What follows belongs to an exercise in optimizing a design on an open flow for small area; a production flow would make more cautious choices. The RTL was checked by simulation tests, not by an equivalence proof against the original design. The clock port is modelled as an ideal driver, which makes a skipped or thinned clock tree look cheaper than it is; a real chip needs a root buffer or a tree. Power and IR drop assume default switching activity.

==> 01-03 <==
==> flow/design.v <==
module conv_pixel_loader #(
  parameter int IMG_WIDTH  = 64,
  parameter int IMG_HEIGHT = 64,
  parameter int PIX_W      = 8
) (
  input  logic                          clk_clk,
  input  logic                          reset_reset_n,
  input  logic [PIX_W-1:0]              data_in,
  input  logic                          write_en,
  input  logic                          start_bit,
  input  logic                          reset_cnt,
  output logic [9*PIX_W-1:0]            window,
  output logic                          win_valid,
  output logic                          busy,
  output logic                          frame_done,
  output logic [$clog2(IMG_HEIGHT)-1:0] row_cnt,
  output logic [$clog2(IMG_WIDTH)-1:0]  col_cnt
);
  localparam int CW = $clog2(IMG_WIDTH);
  localparam int RW = $clog2(IMG_HEIGHT);
  localparam int NS = 2*IMG_WIDTH + 2;
  logic             r_we_q, r_st_q;
  logic             r_busy, r_done;
  logic             w_we_rise, w_st_rise;
  logic             w_start, w_accept, w_clr;
  logic [CW-1:0]    r_col;
  logic [RW-1:0]    r_row;
  logic [RW+CW-1:0] w_pos, w_pos_next;
  logic             w_last_acc;
  logic             r_win_valid;
  logic [PIX_W-1:0] r_sh [NS];
  logic [PIX_W-1:0] r_oldest;
  assign w_we_rise = write_en & ~r_we_q;
  assign w_st_rise = start_bit & ~r_st_q;
  assign w_start   = ~reset_cnt & ~r_busy & w_st_rise;
  assign w_accept  = ~reset_cnt & r_busy & w_we_rise;
  assign w_clr     = reset_cnt | w_start;
  assign w_pos     = {r_row, r_col};
  generate
    if ((1 << CW) == IMG_WIDTH && (1 << RW) == IMG_HEIGHT) begin : g_pow2
      logic [RW+CW:0] w_carry;
      assign w_carry[0] = w_accept;
      for (genvar i = 0; i < RW+CW; i++) begin : g_carry
        assign w_carry[i+1] = w_carry[i] & w_pos[i];
      end
      assign w_pos_next = w_pos ^ w_carry[RW+CW-1:0];
      assign w_last_acc = w_carry[RW+CW];
    end else begin : g_any
      logic w_col_end, w_row_end;
      assign w_col_end  = (r_col == CW'(IMG_WIDTH-1));
      assign w_row_end  = (r_row == RW'(IMG_HEIGHT-1));
      assign w_last_acc = w_accept & w_col_end & w_row_end;
      always_comb begin
        w_pos_next = w_pos;
        if (w_accept) begin
          if (w_col_end) w_pos_next = {w_row_end ? RW'(0) : RW'(r_row + 1'b1), CW'(0)};
          else           w_pos_next = {r_row, CW'(r_col + 1'b1)};
        end
      end
    end
  endgenerate
  always_ff @(posedge clk_clk or negedge reset_reset_n) begin
    if (!reset_reset_n) begin
      r_we_q      <= 1'b0;
      r_st_q      <= 1'b0;
      r_busy      <= 1'b0;
      r_done      <= 1'b0;
      r_col       <= '0;
      r_row       <= '0;
      r_win_valid <= 1'b0;
    end else begin
      r_we_q         <= write_en;
      r_st_q         <= start_bit;
      r_busy         <= ~reset_cnt & (r_busy ? ~w_last_acc : w_st_rise);
      r_done         <= ~reset_cnt & (r_busy ? w_last_acc : r_done & ~w_st_rise);
      r_win_valid    <= w_accept & (r_row >= RW'(2)) & (r_col >= CW'(2));
      {r_row, r_col} <= w_clr ? '0 : w_pos_next;
    end
  end
  always_ff @(posedge clk_clk) begin
    if (w_accept) begin
      r_sh[0] <= data_in;
      for (int i = 1; i < NS; i++) r_sh[i] <= r_sh[i-1];
    end
  end
  always_ff @(posedge clk_clk) r_oldest <= r_sh[NS-1];
  assign window = {r_oldest,          r_sh[2*IMG_WIDTH+1], r_sh[2*IMG_WIDTH],
                   r_sh[IMG_WIDTH+2], r_sh[IMG_WIDTH+1],   r_sh[IMG_WIDTH],
                   r_sh[2],           r_sh[1],             r_sh[0]};
  assign win_valid  = r_win_valid;
  assign busy       = r_busy;
  assign frame_done = r_done;
  assign row_cnt    = r_row;
  assign col_cnt    = r_col;
endmodule
==> flow/flow/run.sh <==
#!/bin/bash
# The standard layout, with four changes: the floorplan step removes synthesis's buffers
# instead of sizing cells up for timing it measures before the enable net is buffered; the port
# buffers are the smallest buffer cell; clock tree synthesis adds no dummy loads; and after it
# flatten_clk.tcl takes out the tree's middle level so that the root buffer drives the leaf
# buffers. make's full output goes to flow.log here; each ORFS step's own log is under
# orfs/logs/.
set -euo pipefail
CTS="-sink_clustering_enable -repair_clock_nets -dont_use_dummy_load"
CTS="$CTS -sink_clustering_size 20 -sink_clustering_max_diameter 45 -root_buf sky130_fd_sc_hd__clkbuf_16"
CTS="$CTS -buf_list sky130_fd_sc_hd__clkbuf_8"
bash standard.sh "CTS_ARGS=$CTS" \
  "POST_CTS_TCL=$PWD/flow/flatten_clk.tcl" \
  "REMOVE_ABC_BUFFERS=1" \
  "BUFFER_PORTS_ARGS=-buffer_cell sky130_fd_sc_hd__buf_1" \
  finish > flow.log 2>&1
==> flow/flow/flatten_clk.tcl <==
# Take out the clock tree's inner levels: the root buffer then drives the leaf buffers directly.
# An inner buffer is one below the root whose loads are all clock buffers; its loads move to its
# driver's net. Every register keeps the same two buffers (root, leaf) to the clock port.
set block [ord::get_db_block]
proc clk_buf {inst} { string match "*clkbuf*" [[$inst getMaster] getName] }
set roots {}
foreach it [[$block findNet clk_clk] getITerms] {
  if {[clk_buf [$it getInst]]} { lappend roots [$it getInst] }
}
set removed 0
foreach root $roots {
  set root_net [[$root findITerm X] getNet]
  set again 1
  while {$again} {
    set again 0
    foreach it [$root_net getITerms] {
      set mid [$it getInst]
      if {$mid eq $root || ![clk_buf $mid]} { continue }
      set out [[$mid findITerm X] getNet]
      set inner 1
      foreach lit [$out getITerms] {
        if {[$lit getInst] ne $mid && ![clk_buf [$lit getInst]]} { set inner 0 }
      }
      if {!$inner} { continue }
      foreach lit [$out getITerms] {
        if {[$lit getInst] eq $mid} { continue }
        $lit disconnect
        $lit connect $root_net
      }
      [$mid findITerm A] disconnect
      [$mid findITerm X] disconnect
      odb::dbInst_destroy $mid
      odb::dbNet_destroy $out
      incr removed
      set again 1
      break
    }
  }
}
puts "flatten_clk: removed $removed inner clock buffers"
==> flow/standard.sh <==
#!/bin/bash
# synth_recipe.tcl (not shown) runs the flow's synth.tcl, then flattens the netlist and writes it again
# the make line also repeats each setting of config.mk as NAME=value (left out here)
make -C /OpenROAD-flow-scripts/flow DESIGN_CONFIG=/design/flow/config.mk WORK_HOME=/design/flow/orfs CLKGATE_MAP_FILE= SYNTH_SCRIPT=/design/flow/synth_recipe.tcl "${@:-finish}"
==> flow/config.mk <==
export PLATFORM = sky130hd
export DESIGN_NAME = conv_pixel_loader
export DESIGN_NICKNAME = conv_pixel_loader
export VERILOG_FILES = /design/flow/design.v
export SDC_FILE = /design/flow/constraint.sdc
export NUM_CORES = 4
export LEC_CHECK = 0
export CAP_MARGIN = 20
export CORE_MARGIN = 2
export CORE_UTILIZATION = 70
export SLEW_MARGIN = 20
==> flow/constraint.sdc <==
create_clock -name core_clock -period 5.0 [get_ports {clk_clk}]
set_input_delay 1.0000 -clock core_clock [delete_from_list [all_inputs] [get_ports {clk_clk}]]
set_output_delay 1.0000 -clock core_clock [all_outputs]
set_load 0.01 [all_outputs]
==> inputs of 04-22, as changes to 01-03 <==
==> flow/design.v, changed modules only <==
module conv_pixel_loader #(
  parameter int IMG_WIDTH  = 64,
  parameter int IMG_HEIGHT = 64,
  parameter int PIX_W      = 8
) (
  input  logic                          clk_clk,
  input  logic                          reset_reset_n,
  input  logic [PIX_W-1:0]              data_in,
  input  logic                          write_en,
  input  logic                          start_bit,
  input  logic                          reset_cnt,
  output logic [9*PIX_W-1:0]            window,
  output logic                          win_valid,
  output logic                          busy,
  output logic                          frame_done,
  output logic [$clog2(IMG_HEIGHT)-1:0] row_cnt,
  output logic [$clog2(IMG_WIDTH)-1:0]  col_cnt
);
  localparam int CW = $clog2(IMG_WIDTH);
  localparam int RW = $clog2(IMG_HEIGHT);
  localparam int NS = 2*IMG_WIDTH + 2;
  logic             r_we_q, r_st_q;
  logic             r_busy, r_done;
  logic             w_we_rise, w_st_rise;
  logic             w_start, w_accept, w_last;
  logic [CW-1:0]    r_col;
  logic [RW-1:0]    r_row;
  logic             r_win_valid;
  logic [PIX_W-1:0] r_sh [NS];
  logic [PIX_W-1:0] r_oldest;
  assign w_we_rise = write_en & ~r_we_q;
  assign w_st_rise = start_bit & ~r_st_q;
  assign w_last    = (r_row == RW'(IMG_HEIGHT-1)) && (r_col == CW'(IMG_WIDTH-1));
  assign w_start   = ~reset_cnt & ~r_busy & w_st_rise;
  assign w_accept  = ~reset_cnt & r_busy & w_we_rise;
  always_ff @(posedge clk_clk or negedge reset_reset_n) begin
    if (!reset_reset_n) begin
      r_we_q <= 1'b0;
      r_st_q <= 1'b0;
      r_busy <= 1'b0;
      r_done <= 1'b0;
    end else begin
      r_we_q <= write_en;
      r_st_q <= start_bit;
      if (reset_cnt) begin
        r_busy <= 1'b0;
        r_done <= 1'b0;
      end else if (w_start) begin
        r_busy <= 1'b1;
        r_done <= 1'b0;
      end else if (w_accept && w_last) begin
        r_busy <= 1'b0;
        r_done <= 1'b1;
      end
    end
  end
  always_ff @(posedge clk_clk or negedge reset_reset_n) begin
    if (!reset_reset_n) begin
      r_col       <= '0;
      r_row       <= '0;
      r_win_valid <= 1'b0;
    end else begin
      r_win_valid <= w_accept && (r_row >= RW'(2)) && (r_col >= CW'(2));
      if (reset_cnt || w_start) begin
        r_col <= '0;
        r_row <= '0;
      end else if (w_accept) begin
        if (r_col == CW'(IMG_WIDTH-1)) begin
          r_col <= '0;
          r_row <= (r_row == RW'(IMG_HEIGHT-1)) ? '0 : r_row + 1'b1;
        end else begin
          r_col <= r_col + 1'b1;
        end
      end
    end
  end
  always_ff @(posedge clk_clk) begin
    if (w_accept) begin
      r_sh[0] <= data_in;
      for (int i = 1; i < NS; i++) r_sh[i] <= r_sh[i-1];
    end
  end
  always_ff @(posedge clk_clk) r_oldest <= r_sh[NS-1];
  assign window = {r_oldest, r_sh[2*IMG_WIDTH+1], r_sh[2*IMG_WIDTH],
                   r_sh[IMG_WIDTH+2],   r_sh[IMG_WIDTH+1],   r_sh[IMG_WIDTH],
                   r_sh[2],             r_sh[1],             r_sh[0]};
  assign win_valid  = r_win_valid;
  assign busy       = r_busy;
  assign frame_done = r_done;
  assign row_cnt    = r_row;
  assign col_cnt    = r_col;
endmodule
==> flow/flow/run.sh (replaced) <==
#!/bin/bash
# The standard layout, with two changes: the port buffers are the smallest buffer cell, and
# clock tree synthesis adds no dummy loads. make's full output goes to flow.log here; each ORFS
# step's own log is under orfs/logs/.
set -euo pipefail
CTS="-sink_clustering_enable -repair_clock_nets -dont_use_dummy_load"
CTS="$CTS -sink_clustering_size 20 -sink_clustering_max_diameter 45 -root_buf sky130_fd_sc_hd__clkbuf_16"
CTS="$CTS -buf_list \"sky130_fd_sc_hd__clkbuf_8 sky130_fd_sc_hd__clkbuf_16\""
bash standard.sh "CTS_ARGS=$CTS" \
  "BUFFER_PORTS_ARGS=-buffer_cell sky130_fd_sc_hd__buf_1" \
  finish > flow.log 2>&1
removed: flow/flow/flatten_clk.tcl
==> inputs of 07-06, as changes to 01-03 <==
--- a/flow/flow/run.sh
+++ b/flow/flow/run.sh
@@ -8,8 +8,8 @@
 set -euo pipefail
 CTS="-sink_clustering_enable -repair_clock_nets -dont_use_dummy_load"
-CTS="$CTS -sink_clustering_size 20 -sink_clustering_max_diameter 45 -root_buf sky130_fd_sc_hd__clkbuf_16"
-CTS="$CTS -buf_list sky130_fd_sc_hd__clkbuf_8"
+CTS="$CTS -sink_clustering_size 35 -sink_clustering_max_diameter 70"
+CTS="$CTS -buf_list sky130_fd_sc_hd__clkbuf_16"
 bash standard.sh "CTS_ARGS=$CTS" \
-  "POST_CTS_TCL=$PWD/flow/flatten_clk.tcl" \
+  "POST_CTS_TCL=$PWD/flow/post_cts.tcl" \
   "REMOVE_ABC_BUFFERS=1" \
   "BUFFER_PORTS_ARGS=-buffer_cell sky130_fd_sc_hd__buf_1" \
==> flow/flow/post_cts.tcl (new file) <==
# After clock tree synthesis: flatten the tree, rebuild its leaf level, legalize the new buffers.
set here [file dirname [info script]]
source $here/flatten_clk.tcl
source $here/recluster.tcl
detailed_placement
check_placement -verbose
==> flow/flow/recluster.tcl (new file) <==
# Rebuild the clock tree's leaf level: the register clock pins are split by recursive bisection
# into LEAF_GROUPS compact groups of nearly equal size, each driven by one leaf buffer placed at
# its group's centre, and the root buffer drives every leaf buffer. Run after flatten_clk.tcl.
set block [ord::get_db_block]
set leaf_master [[ord::get_db] findMaster sky130_fd_sc_hd__clkbuf_16]
set group_size 34

proc split_groups {pts k} {
  if {$k <= 1} { return [list $pts] }
  set xs [lmap p $pts {lindex $p 0}]
  set ys [lmap p $pts {lindex $p 1}]
  set dx [expr {[tcl::mathfunc::max {*}$xs] - [tcl::mathfunc::min {*}$xs]}]
  set dy [expr {[tcl::mathfunc::max {*}$ys] - [tcl::mathfunc::min {*}$ys]}]
  set sorted [lsort -integer -index [expr {$dx >= $dy ? 0 : 1}] $pts]
  set k1 [expr {$k / 2}]
  set cut [expr {int(round(double([llength $sorted]) * $k1 / $k))}]
  return [concat [split_groups [lrange $sorted 0 [expr {$cut - 1}]] $k1] \
                 [split_groups [lrange $sorted $cut end] [expr {$k - $k1}]]]
}

set roots {}
foreach it [[$block findNet clk_clk] getITerms] { lappend roots [$it getInst] }
if {[llength $roots] != 1 || ![string match "*clkbuf*" [[[lindex $roots 0] getMaster] getName]]} {
  error "recluster: expected one clock root buffer"
}
set root [lindex $roots 0]
set root_net [[$root findITerm X] getNet]

# The leaf buffers and the register clock pins they drive.
set leaves {}
set pts {}
foreach it [$root_net getITerms] {
  set inst [$it getInst]
  if {$inst eq $root} { continue }
  if {![string match "*clkbuf*" [[$inst getMaster] getName]]} { error "recluster: root drives [$inst getName]" }
  lappend leaves $inst
  foreach lit [[[$inst findITerm X] getNet] getITerms] {
    set s [$lit getInst]
    if {$s eq $inst} { continue }
    if {![[$s getMaster] isSequential]} { error "recluster: leaf drives [$s getName]" }
    set bb [$s getBBox]
    lappend pts [list [expr {([$bb xMin] + [$bb xMax]) / 2}] [expr {([$bb yMin] + [$bb yMax]) / 2}] $lit]
  }
}

foreach leaf $leaves {
  set net [[$leaf findITerm X] getNet]
  foreach lit [$net getITerms] { $lit disconnect }
  [$leaf findITerm A] disconnect
  odb::dbInst_destroy $leaf
  odb::dbNet_destroy $net
}

set k [expr {([llength $pts] + $group_size - 1) / $group_size}]
set i 0
set w [$leaf_master getWidth]
set h [$leaf_master getHeight]
foreach g [split_groups $pts $k] {
  set sx 0
  set sy 0
  foreach p $g { incr sx [lindex $p 0]; incr sy [lindex $p 1] }
  set n [llength $g]
  set buf [odb::dbInst_create $block $leaf_master "clkleaf_${i}"]
  set net [odb::dbNet_create $block "clkleafnet_${i}"]
  $net setSigType CLOCK
  [$buf findITerm A] connect $root_net
  [$buf findITerm X] connect $net
  foreach p $g { [lindex $p 2] connect $net }
  $buf setLocation [expr {$sx / $n - $w / 2}] [expr {$sy / $n - $h / 2}]
  $buf setPlacementStatus PLACED
  incr i
}
puts "recluster: [llength $pts] clock pins, $k leaf buffers (were [llength $leaves])"
==> run summary <==
- 07-06 finished clean. 01-03 ran to the end with no violations. 04-22 did not get past clock tree synthesis.
- Of 07-06 and 01-03, 01-03 has the higher global-route usage (gap 1.1 points).
- Against 07-06, the design area of 01-03 is higher by about 0.44%.
- Against 04-22, the synthesized area of 01-03 is lower by 0.41%.
- In sequential power, 01-03 and 07-06 hardly differ.
==> figures <==
metric	07-06	01-03	04-22
Run status	timing/DRC/antenna clean	timing/DRC/antenna clean	stopped before the end
Last stage reached	-	-	clock tree synthesis
Multiplexer share of the synthesized area	0.0003115	0.0003115	0
Met1 track demand over resource in global routing	0.2298	0.2419	-
Met2 Wirelength	13460 microns	13700 microns	-
Number of flip-flops under the largest register name	1040	1040	-
Met1 layer wirelength in the final routing	17060 microns	17450 microns	-
Fraction of final layout cells with drive strength greater than 1	0.03617	0.06401	-
Final Skew	0.01487 ns	0.04320 ns	-
Vias in the first global route	8951	9433	-
Logic inverters	1	1	-
In 07-06 the design's own scripts or RTL, not TritonCTS, make the clock network.

## static timing again, ports no longer ideal
In the flow no input, the clock included, has a driving cell. The finished layouts below were timed again as built, in two steps.
Step 1 sets driving cells, clkbuf_16 on the clock port and buf_2 on the other inputs (assumed; they add their load-dependent delay and slew).
Step 2 moves the port delays by t, midway between the first and last clock arrival at a register: inputs arrive t later, outputs are due t later. That takes back most of the time a late clock gives input paths.
a / b / c = ideal / step 1 / step 2; a / b = the first two.
run | shift t [ns] | slack for setup (ns) | cell pins on the clock port's net
01-03 | 0.800 | 1.788 / 1.788 / 1.107 | 1
07-06 | 0.716 | 1.797 / 1.797 / 1.119 | 1
After both steps setup and hold are still met in every run listed. The setup slack of 01-03, which loses most, moves by 0.000 ns with the drivers and by -0.681 ns with both steps.
